From an optimization exercise on the open Yosys and OpenROAD flow, aimed at small area and a short achievable clock period; shortcuts taken in it are not production practice. RTL that was checked went through simulation tests only; none was proved equivalent to the original. Power figures rest on the tool's default switching activity, not on a simulated workload.

Setup of tundra:
==> flow/design.v <==
package mc_fifo_pkg;
    localparam int DEF_WIDTH     = 8;
    localparam int DEF_DEPTH     = 32;
    localparam int DEF_CHANNELS  = 4;
    localparam int DEF_AF_MARGIN = 2;
    localparam int DEF_AE_MARGIN = 2;
    function automatic int width_of(input int n);
        width_of = (n <= 1) ? 1 : $clog2(n);
    endfunction
endpackage
module mc_fifo_ctrl
#(
    parameter int DEPTH     = mc_fifo_pkg::DEF_DEPTH,
    parameter int AF_MARGIN = mc_fifo_pkg::DEF_AF_MARGIN,
    parameter int AE_MARGIN = mc_fifo_pkg::DEF_AE_MARGIN
) (
    input  logic                                    wr_req,
    input  logic                                    rd_req,
    input  logic                                    clear_err,
    input  logic [mc_fifo_pkg::width_of(DEPTH):0]   count_q,
    input  logic                                    empty_q,
    input  logic                                    af_q,
    input  logic                                    ae_q,
    input  logic                                    overflow_q,
    input  logic                                    underflow_q,
    output logic                                    wr_acc,
    output logic                                    rd_acc,
    output logic [mc_fifo_pkg::width_of(DEPTH):0]   count_d,
    output logic                                    empty_d,
    output logic                                    af_d,
    output logic                                    ae_d,
    output logic                                    overflow_d,
    output logic                                    underflow_d
);
    localparam int AW    = mc_fifo_pkg::width_of(DEPTH);
    localparam int CNT_W = AW + 1;
    if (AF_MARGIN + 1 > DEPTH - 1) begin : g_bad_af
        $error("mc_fifo_ctrl: AF_MARGIN must leave room for the look-ahead compare");
    end
    logic full, inc, dec;
    assign full = count_q[AW];
    assign wr_acc = wr_req && !full;
    assign rd_acc = rd_req && !empty_q;
    assign inc = wr_acc && !rd_acc;
    assign dec = rd_acc && !wr_acc;
    always_comb begin
        count_d = count_q;
        empty_d = empty_q;
        af_d    = af_q;
        ae_d    = ae_q;
        if (inc) begin
            count_d = count_q + 1'b1;
            empty_d = 1'b0;
            af_d    = (count_q >= CNT_W'(DEPTH - AF_MARGIN - 1));
            ae_d    = (count_q <= CNT_W'(AE_MARGIN - 1));
        end else if (dec) begin
            count_d = count_q - 1'b1;
            empty_d = (count_q == CNT_W'(1));
            af_d    = (count_q >= CNT_W'(DEPTH - AF_MARGIN + 1));
            ae_d    = (count_q <= CNT_W'(AE_MARGIN + 1));
        end
    end
    always_comb begin
        overflow_d  = clear_err ? 1'b0 : overflow_q;
        underflow_d = clear_err ? 1'b0 : underflow_q;
        if (wr_req && full) begin
            overflow_d = 1'b1;
        end
        if (rd_req && empty_q) begin
            underflow_d = 1'b1;
        end
    end
endmodule
module mc_fifo_dec #(
    parameter int AW = 5
) (
    input  logic [AW-1:0]      idx,
    output logic [(1<<AW)-1:0] sel
);
    for (genvar s = 0; s < (1 << AW); s++) begin : g_sel
        assign sel[s] = (idx == AW'(s));
    end
endmodule
module mc_fifo_aomux #(
    parameter int N = 32,
    parameter int W = 8
) (
    input  logic [N-1:0]   sel,
    input  logic [N*W-1:0] d,
    output logic [W-1:0]   q
);
    always_comb begin
        q = '0;
        for (int s = 0; s < N; s++) begin
            q = q | ({W{sel[s]}} & d[s*W +: W]);
        end
    end
endmodule
module mc_fifo_aotree32 #(
    parameter int W = 8
) (
    input  logic [31:0]   sel,
    input  logic [32*W-1:0] d,
    output logic [W-1:0]  q
);
    for (genvar b = 0; b < W; b++) begin : g_bit
        logic [3:0]  grp;
        logic [1:0]  half_n;
        for (genvar k = 0; k < 4; k++) begin : g_grp
            logic [7:0] dk;
            for (genvar j = 0; j < 8; j++) begin : g_d
                assign dk[j] = d[(8*k+j)*W + b];
            end
            mc_fifo_ao8 u_ao (
                .sel (sel[8*k +: 8]),
                .d   (dk),
                .y   (grp[k])
            );
        end
        mc_fifo_nor2 u_nor0 (.a (grp[0]), .b (grp[1]), .y (half_n[0]));
        mc_fifo_nor2 u_nor1 (.a (grp[2]), .b (grp[3]), .y (half_n[1]));
        mc_fifo_nand2 u_out (.a (half_n[0]), .b (half_n[1]), .y (q[b]));
    end
endmodule
module mc_fifo_ao8 (
    input  logic [7:0] sel,
    input  logic [7:0] d,
    output logic       y
);
    assign y = |(sel & d);
endmodule
module mc_fifo_nor2 (
    input  logic a, b,
    output logic y
);
    assign y = !(a || b);
endmodule
module mc_fifo_nand2 (
    input  logic a, b,
    output logic y
);
    assign y = !(a && b);
endmodule
module mc_fifo_aomux_n #(
    parameter int N = 4,
    parameter int W = 6
) (
    input  logic [N-1:0]   sel,
    input  logic [N*W-1:0] d_n,
    output logic [W-1:0]   q
);
    always_comb begin
        q = '0;
        for (int s = 0; s < N; s++) begin
            q = q | ({W{sel[s]}} & ~d_n[s*W +: W]);
        end
    end
endmodule
module mc_fifo
#(
    parameter int WIDTH     = mc_fifo_pkg::DEF_WIDTH,
    parameter int DEPTH     = mc_fifo_pkg::DEF_DEPTH,
    parameter int CHANNELS  = mc_fifo_pkg::DEF_CHANNELS,
    parameter int AF_MARGIN = mc_fifo_pkg::DEF_AF_MARGIN,
    parameter int AE_MARGIN = mc_fifo_pkg::DEF_AE_MARGIN
) (
    input  logic                          clk,
    input  logic                          reset,
    input  logic                          write_en,
    input  logic [mc_fifo_pkg::width_of(CHANNELS)-1:0] wr_ch,
    input  logic [WIDTH-1:0]              data_in,
    input  logic                          read_en,
    input  logic [mc_fifo_pkg::width_of(CHANNELS)-1:0] rd_ch,
    input  logic                          clear_err,
    output logic [WIDTH-1:0]              data_out,
    output logic                          data_valid,
    output logic [CHANNELS-1:0]           full,
    output logic [CHANNELS-1:0]           empty,
    output logic [CHANNELS-1:0]           almost_full,
    output logic [CHANNELS-1:0]           almost_empty,
    output logic [mc_fifo_pkg::width_of(DEPTH):0]      rd_count,
    output logic [CHANNELS-1:0]           overflow,
    output logic [CHANNELS-1:0]           underflow
);
    localparam int CW = mc_fifo_pkg::width_of(CHANNELS);
    localparam int AW = mc_fifo_pkg::width_of(DEPTH);
    if ((DEPTH < 4) || ((DEPTH & (DEPTH - 1)) != 0)) begin : g_bad_depth
        $error("mc_fifo: DEPTH must be a power of two and at least 4");
    end
    if (CHANNELS < 1) begin : g_bad_channels
        $error("mc_fifo: CHANNELS must be at least 1");
    end
    if ((AF_MARGIN < 1) || (AF_MARGIN > DEPTH - 1)) begin : g_bad_af
        $error("mc_fifo: AF_MARGIN must be in 1..DEPTH-1");
    end
    if ((AE_MARGIN < 1) || (AE_MARGIN > DEPTH - 1)) begin : g_bad_ae
        $error("mc_fifo: AE_MARGIN must be in 1..DEPTH-1");
    end
    logic [CHANNELS-1:0] wr_req, rd_req, wr_acc, rd_acc;
    logic [AW-1:0]       count_lo_a [CHANNELS];
    logic [AW:0]         count_n_a [CHANNELS];
    logic [WIDTH-1:0]    head_a  [CHANNELS];
    logic [(1<<CW)-1:0]  rd_oh;
    mc_fifo_dec #(.AW(CW)) u_rd_dec (
        .idx (rd_ch),
        .sel (rd_oh)
    );
    for (genvar g = 0; g < CHANNELS; g++) begin : g_ch
        assign wr_req[g] = write_en && (wr_ch == CW'(g));
        assign rd_req[g] = read_en && rd_oh[g];
        logic [AW-1:0] count_lo_q;
        logic          full_q, empty_q, af_q, ae_q, overflow_q, underflow_q;
        logic [AW:0]   count_n_q;
        logic [AW:0]   count_d;
        logic          empty_d, af_d, ae_d, overflow_d, underflow_d;
        mc_fifo_ctrl #(
            .DEPTH     (DEPTH),
            .AF_MARGIN (AF_MARGIN),
            .AE_MARGIN (AE_MARGIN)
        ) u_ctrl (
            .wr_req      (wr_req[g]),
            .rd_req      (rd_req[g]),
            .clear_err   (clear_err),
            .count_q     ({full_q, count_lo_q}),
            .empty_q     (empty_q),
            .af_q        (af_q),
            .ae_q        (ae_q),
            .overflow_q  (overflow_q),
            .underflow_q (underflow_q),
            .wr_acc      (wr_acc[g]),
            .rd_acc      (rd_acc[g]),
            .count_d     (count_d),
            .empty_d     (empty_d),
            .af_d        (af_d),
            .ae_d        (ae_d),
            .overflow_d  (overflow_d),
            .underflow_d (underflow_d)
        );
        always_ff @(posedge clk or posedge reset) begin
            if (reset) begin
                count_lo_q  <= '0;
                full_q      <= 1'b0;
                count_n_q   <= '1;
                empty_q     <= 1'b1;
                af_q        <= 1'b0;
                ae_q        <= 1'b1;
                overflow_q  <= 1'b0;
                underflow_q <= 1'b0;
            end else begin
                count_lo_q  <= count_d[AW-1:0];
                full_q      <= count_d[AW];
                count_n_q   <= ~count_d;
                empty_q     <= empty_d;
                af_q        <= af_d;
                ae_q        <= ae_d;
                overflow_q  <= overflow_d;
                underflow_q <= underflow_d;
            end
        end
        assign full[g]         = full_q;
        assign empty[g]        = empty_q;
        assign almost_full[g]  = af_q;
        assign almost_empty[g] = ae_q;
        assign overflow[g]     = overflow_q;
        assign underflow[g]    = underflow_q;
        assign count_lo_a[g]   = count_lo_q;
        assign count_n_a[g]    = count_n_q;
        logic [WIDTH-1:0] sr_q [DEPTH];
        logic [WIDTH-1:0] rot  [DEPTH];
        always_ff @(posedge clk) begin
            if (wr_acc[g]) begin
                sr_q[0] <= data_in;
                for (int i = 1; i < DEPTH; i++) begin
                    sr_q[i] <= sr_q[i-1];
                end
            end
        end
        for (genvar s = 0; s < DEPTH; s++) begin : g_rot
            assign rot[s] = sr_q[(s + DEPTH - 1) % DEPTH];
        end
        logic [DEPTH-1:0]       rsel;
        logic [DEPTH*WIDTH-1:0] rot_flat;
        for (genvar s = 0; s < DEPTH; s++) begin : g_flat
            assign rot_flat[s*WIDTH +: WIDTH] = rot[s];
        end
        mc_fifo_dec #(.AW(AW)) u_dec (
            .idx (count_lo_a[g]),
            .sel (rsel)
        );
        if (DEPTH == 32) begin : g_tree
            mc_fifo_aotree32 #(.W(WIDTH)) u_mux (
                .sel (rsel),
                .d   (rot_flat),
                .q   (head_a[g])
            );
        end else begin : g_flat_mux
            mc_fifo_aomux #(.N(DEPTH), .W(WIDTH)) u_mux (
                .sel (rsel),
                .d   (rot_flat),
                .q   (head_a[g])
            );
        end
    end
    logic [CHANNELS*(AW+1)-1:0]   count_flat;
    logic [(CHANNELS+1)*WIDTH-1:0] dsel_flat;
    logic [WIDTH-1:0]              data_out_q, data_out_d;
    logic                          data_valid_q;
    logic                          rd_any;
    for (genvar g = 0; g < CHANNELS; g++) begin : g_flat
        assign count_flat[g*(AW+1) +: AW+1] = count_n_a[g];
        assign dsel_flat[g*WIDTH +: WIDTH]  = head_a[g];
    end
    assign dsel_flat[CHANNELS*WIDTH +: WIDTH] = data_out_q;
    assign rd_any = |rd_acc;
    mc_fifo_aomux_n #(.N(CHANNELS), .W(AW+1)) u_cnt_mux (
        .sel (rd_oh[CHANNELS-1:0]),
        .d_n (count_flat),
        .q   (rd_count)
    );
    mc_fifo_aomux #(.N(CHANNELS+1), .W(WIDTH)) u_dout_mux (
        .sel ({!rd_any, rd_acc}),
        .d   (dsel_flat),
        .q   (data_out_d)
    );
    always_ff @(posedge clk or posedge reset) begin
        if (reset) begin
            data_out_q   <= '0;
            data_valid_q <= 1'b0;
        end else begin
            data_valid_q <= rd_any;
            data_out_q   <= data_out_d;
        end
    end
    assign data_out   = data_out_q;
    assign data_valid = data_valid_q;
endmodule
==> flow/config.mk <==
export PLATFORM = sky130hd
export DESIGN_NAME = mc_fifo
export DESIGN_NICKNAME = mc_fifo
export VERILOG_FILES = /design/flow/design.v
export SDC_FILE = /design/flow/constraint.sdc
export NUM_CORES = 4
export LEC_CHECK = 0
export CAP_MARGIN = 20
export CORE_MARGIN = 2
export CORE_UTILIZATION = 50
export CTS_CLUSTER_DIAMETER = 70
export CTS_CLUSTER_SIZE = 30
export SETUP_SLACK_MARGIN = 1.8
export SLEW_MARGIN = 20
export SYNTH_HIERARCHICAL = 1
export SYNTH_MINIMUM_KEEP_SIZE = 0
==> flow/constraint.sdc <==
create_clock -name core_clock -period 4.0 [get_ports {clk}]
set_input_delay 0.8000 -clock core_clock [delete_from_list [all_inputs] [get_ports {clk}]]
set_output_delay 0.8000 -clock core_clock [all_outputs]
set_load 0.01 [all_outputs]
run.sh (not shown) runs the stock make flow with config.mk's settings and CLKGATE_MAP_FILE= SYNTH_SCRIPT=/design/flow/synth_recipe.tcl, a recipe that flattens the netlist after the stock synthesis.
> inputs changed (tundra -> raven)
diff --git a/flow/design.v b/flow/design.v
--- a/flow/design.v
+++ b/flow/design.v
@@ -154,10 +154,22 @@
         for (int s = 0; s < N; s++) begin
             q = q | ({W{sel[s]}} & ~d_n[s*W +: W]);
         end
     end
 endmodule
+module mc_fifo_mux2i (
+    input  logic s, a, b,
+    output logic y
+);
+    assign y = !(s ? b : a);
+endmodule
+module mc_fifo_inv (
+    input  logic a,
+    output logic y
+);
+    assign y = !a;
+endmodule
 module mc_fifo
 #(
     parameter int WIDTH     = mc_fifo_pkg::DEF_WIDTH,
     parameter int DEPTH     = mc_fifo_pkg::DEF_DEPTH,
     parameter int CHANNELS  = mc_fifo_pkg::DEF_CHANNELS,
@@ -310,15 +322,25 @@
         assign count_flat[g*(AW+1) +: AW+1] = count_n_a[g];
         assign dsel_flat[g*WIDTH +: WIDTH]  = head_a[g];
     end
     assign dsel_flat[CHANNELS*WIDTH +: WIDTH] = data_out_q;
     assign rd_any = |rd_acc;
-    mc_fifo_aomux_n #(.N(CHANNELS), .W(AW+1)) u_cnt_mux (
-        .sel (rd_oh[CHANNELS-1:0]),
-        .d_n (count_flat),
-        .q   (rd_count)
-    );
+    if (CHANNELS == 4) begin : g_cnt_tree
+        for (genvar b = 0; b <= AW; b++) begin : g_bit
+            logic m01, m23, mq_n;
+            mc_fifo_mux2i u_m01 (.s (rd_ch[0]), .a (count_flat[0*(AW+1)+b]), .b (count_flat[1*(AW+1)+b]), .y (m01));
+            mc_fifo_mux2i u_m23 (.s (rd_ch[0]), .a (count_flat[2*(AW+1)+b]), .b (count_flat[3*(AW+1)+b]), .y (m23));
+            mc_fifo_mux2i u_mq  (.s (rd_ch[1]), .a (m01), .b (m23), .y (mq_n));
+            mc_fifo_inv   u_inv (.a (mq_n), .y (rd_count[b]));
+        end
+    end else begin : g_cnt_mux
+        mc_fifo_aomux_n #(.N(CHANNELS), .W(AW+1)) u_cnt_mux (
+            .sel (rd_oh[CHANNELS-1:0]),
+            .d_n (count_flat),
+            .q   (rd_count)
+        );
+    end
     mc_fifo_aomux #(.N(CHANNELS+1), .W(WIDTH)) u_dout_mux (
         .sel ({!rd_any, rd_acc}),
         .d   (dsel_flat),
         .q   (data_out_d)
     );
### Flow results
Shortest clock period the worst path allows after layout on raven is up relative to tundra. On routed wire length, raven and tundra are basically level. On total cell area at the placement stage, raven and tundra are basically level. Row final worst-path setup slack: raven lower / tundra higher. For raven, the termination of the worst setup path was rd_count[2], unlike tundra, where it was rd_count[5]. Of raven and tundra, the run reporting the lower global-route met2 utilization was raven. As far as sequential area share after synthesis is concerned, tundra and raven perform about the same. The final reports for raven and tundra show ratio of final minimum period to clock period higher in the former. Count of clock-net buffers in the final layout: higher on raven. Summary of raven over tundra: total power dropped 0.39 mW, register share of total power climbed 0.9 points, wire length of the first global-routing pass climbed 640 microns. Compared with tundra, raven shows a area growth from synthesis to layout that is 0.82 points lower. Comparing tundra with raven, the count of mapped cells out of synthesis came out essentially unchanged.
Function not checked in raven: the RTL went through the layout flow alone.

========
Another version of the RTL of mc_fifo (not shown whole).
Size: about 1100 flip-flops, ~56 I/O pins, roughly 42000 um^2 of cells after synthesis.
==> flow/design.v (excerpt) <==
module mc_fifo
#(
    parameter int WIDTH     = mc_fifo_pkg::DEF_WIDTH,
    parameter int DEPTH     = mc_fifo_pkg::DEF_DEPTH,
    parameter int CHANNELS  = mc_fifo_pkg::DEF_CHANNELS,
    parameter int AF_MARGIN = mc_fifo_pkg::DEF_AF_MARGIN,
    parameter int AE_MARGIN = mc_fifo_pkg::DEF_AE_MARGIN
) (
    input  logic                          clk,
    input  logic                          reset,
    input  logic                          write_en,
    input  logic [mc_fifo_pkg::width_of(CHANNELS)-1:0] wr_ch,
    input  logic [WIDTH-1:0]              data_in,
    input  logic                          read_en,
    input  logic [mc_fifo_pkg::width_of(CHANNELS)-1:0] rd_ch,
    input  logic                          clear_err,
    output logic [WIDTH-1:0]              data_out,
    output logic                          data_valid,
    output logic [CHANNELS-1:0]           full,
    output logic [CHANNELS-1:0]           empty,
  ...
make LEC_CHECK=0 CAP_MARGIN=20 CORE_MARGIN=2 CORE_UTILIZATION=50 CTS_CLUSTER_DIAMETER=70 CTS_CLUSTER_SIZE=30 SETUP_SLACK_MARGIN=1.85 SLEW_MARGIN=20 SYNTH_HIERARCHICAL=1 SYNTH_MINIMUM_KEEP_SIZE=0 finish   # period 4.0 ns
Rerun with:
--- a/flow/design.v
+++ b/flow/design.v
@@ -192,24 +192,18 @@
             .b (j[1] ? idx[3] : idx_n[3]),
             .c (j[2] ? idx[4] : idx_n[4]),
             .y (hi_n[j])
         );
     end
     for (genvar s = 0; s < 32; s++) begin : g_sel
         mc_fifo_nor2 u_sel (.a (lo_n[s % 4]), .b (hi_n[s / 4]), .y (sel[s]));
     end
 endmodule
-module mc_fifo_andn (
-    input  logic a, b_n,
-    output logic y
-);
-    assign y = a && !b_n;
-endmodule
 module mc_fifo
 #(
     parameter int WIDTH     = mc_fifo_pkg::DEF_WIDTH,
     parameter int DEPTH     = mc_fifo_pkg::DEF_DEPTH,
     parameter int CHANNELS  = mc_fifo_pkg::DEF_CHANNELS,
     parameter int AF_MARGIN = mc_fifo_pkg::DEF_AF_MARGIN,
     parameter int AE_MARGIN = mc_fifo_pkg::DEF_AE_MARGIN
 ) (
     input  logic                          clk,
@@ -226,19 +220,18 @@
     output logic [CHANNELS-1:0]           empty,
     output logic [CHANNELS-1:0]           almost_full,
     output logic [CHANNELS-1:0]           almost_empty,
     output logic [mc_fifo_pkg::width_of(DEPTH):0]      rd_count,
     output logic [CHANNELS-1:0]           overflow,
     output logic [CHANNELS-1:0]           underflow
 );
     localparam int CW = mc_fifo_pkg::width_of(CHANNELS);
     localparam int AW = mc_fifo_pkg::width_of(DEPTH);
-    localparam int NEN = (WIDTH >= 4) ? 4 : WIDTH;
     if ((DEPTH < 4) || ((DEPTH & (DEPTH - 1)) != 0)) begin : g_bad_depth
         $error("mc_fifo: DEPTH must be a power of two and at least 4");
     end
     if (CHANNELS < 1) begin : g_bad_channels
         $error("mc_fifo: CHANNELS must be at least 1");
     end
     if ((AF_MARGIN < 1) || (AF_MARGIN > DEPTH - 1)) begin : g_bad_af
         $error("mc_fifo: AF_MARGIN must be in 1..DEPTH-1");
     end
@@ -318,29 +311,23 @@
         assign empty[g]        = empty_q;
         assign almost_full[g]  = af_q;
         assign almost_empty[g] = ae_q;
         assign overflow[g]     = overflow_q;
         assign underflow[g]    = underflow_q;
         assign count_lo_a[g]   = count_pos_q;
         assign count_rd_a[g]   = count_rd_q;
         logic [WIDTH-1:0] sr_q [DEPTH];
         logic [WIDTH-1:0] rot  [DEPTH];
-        logic [NEN-1:0] wr_en;
-        for (genvar k = 0; k < NEN; k++) begin : g_wen
-            mc_fifo_andn u_wen (.a (wr_req[g]), .b_n (full_q), .y (wr_en[k]));
-        end
         always_ff @(posedge clk) begin
-            for (int b = 0; b < WIDTH; b++) begin
-                if (wr_en[b * NEN / WIDTH]) begin
-                    sr_q[0][b] <= data_in[b];
-                    for (int i = 1; i < DEPTH; i++) begin
-                        sr_q[i][b] <= sr_q[i-1][b];
-                    end
+            if (wr_acc[g]) begin
+                sr_q[0] <= data_in;
+                for (int i = 1; i < DEPTH; i++) begin
+                    sr_q[i] <= sr_q[i-1];
                 end
             end
         end
         for (genvar s = 0; s < DEPTH; s++) begin : g_rot
             assign rot[s] = sr_q[(s + DEPTH - 1) % DEPTH];
         end
         logic [DEPTH-1:0]       rsel;
         logic [DEPTH*WIDTH-1:0] rot_flat;
         for (genvar s = 0; s < DEPTH; s++) begin : g_flat
@@ -378,28 +365,22 @@
     logic                          rd_any;
     for (genvar g = 0; g < CHANNELS; g++) begin : g_flat
         assign count_flat[g*(AW+1) +: AW+1] = count_rd_a[g];
         assign dsel_flat[g*WIDTH +: WIDTH]  = head_a[g];
     end
     assign dsel_flat[CHANNELS*WIDTH +: WIDTH] = data_out_q;
     assign rd_any = |rd_acc;
     if (CHANNELS == 4) begin : g_cnt_tree
         for (genvar b = 0; b <= AW; b++) begin : g_bit
-            logic m0_n, m1_n;
-            if (b < (AW + 1) / 2) begin : g_lo_first
-                mc_fifo_mux2i u_m0 (.s (rd_ch[0]), .a (count_flat[0*(AW+1)+b]), .b (count_flat[1*(AW+1)+b]), .y (m0_n));
-                mc_fifo_mux2i u_m1 (.s (rd_ch[0]), .a (count_flat[2*(AW+1)+b]), .b (count_flat[3*(AW+1)+b]), .y (m1_n));
-                mc_fifo_mux2i u_mq (.s (rd_ch[1]), .a (m0_n), .b (m1_n), .y (rd_count[b]));
-            end else begin : g_hi_first
-                mc_fifo_mux2i u_m0 (.s (rd_ch[1]), .a (count_flat[0*(AW+1)+b]), .b (count_flat[2*(AW+1)+b]), .y (m0_n));
-                mc_fifo_mux2i u_m1 (.s (rd_ch[1]), .a (count_flat[1*(AW+1)+b]), .b (count_flat[3*(AW+1)+b]), .y (m1_n));
-                mc_fifo_mux2i u_mq (.s (rd_ch[0]), .a (m0_n), .b (m1_n), .y (rd_count[b]));
-            end
+            logic m01_n, m23_n;
+            mc_fifo_mux2i u_m01 (.s (rd_ch[0]), .a (count_flat[0*(AW+1)+b]), .b (count_flat[1*(AW+1)+b]), .y (m01_n));
+            mc_fifo_mux2i u_m23 (.s (rd_ch[0]), .a (count_flat[2*(AW+1)+b]), .b (count_flat[3*(AW+1)+b]), .y (m23_n));
+            mc_fifo_mux2i u_mq  (.s (rd_ch[1]), .a (m01_n), .b (m23_n), .y (rd_count[b]));
         end
     end else begin : g_cnt_mux
         mc_fifo_aomux #(.N(CHANNELS), .W(AW+1)) u_cnt_mux (
             .sel (rd_oh[CHANNELS-1:0]),
             .d   (count_flat),
             .q   (rd_count)
         );
     end
     if (CHANNELS == 4) begin : g_dout_tree
First-iteration DRC count increases by 0.52%.
Area after synthesis stays flat.
Register-to-register slack is about the same.
Global-route usage decreases by 0.46 points.
Core utilization decreases by 0.70 points.
Non-clock buffer count decreases by 40.
Clock skew decreases by 0.014 ns.
Power decreases by about 2%.
Setup slack degrades by 0.050 ns.
Routed wire length decreases by 2.4%.
No functional check of the RTL was part of the second run of this note.

==> separate check: timing with driven ports <==
No port has a modelled driver above. Below, the same layouts with a new extraction and two added sets of constraints. Step 1 assumes that a clkbuf_16 drives the clock port and a buf_2 every other input. Step 2 also shifts input and output timing later by t, the mid clock arrival at the registers, as if the neighbouring blocks saw the same clock. a / b / c = ideal / step 1 / step 2; a / b = the first two.
| run | t (ns) | slack for setup (ns) | clock arrival spread, ns |
|---|---|---|---|
| tundra | 0.700 | 1.578 / 1.554 / 1.083 | 0.027 / 0.027 |
| raven | 0.694 | 1.516 / 1.454 / 1.111 | 0.033 / 0.033 |
| the first run of note 2 | 0.698 | 1.669 / 1.603 / 1.273 | 0.051 / 0.051 |
| the second run of note 2 | 0.707 | 1.619 / 1.576 / 1.191 | 0.046 / 0.046 |
After both steps setup and hold are still met in every run listed. The setup slack of tundra, which loses most, moves by -0.024 ns with the drivers and by -0.495 ns with both steps.
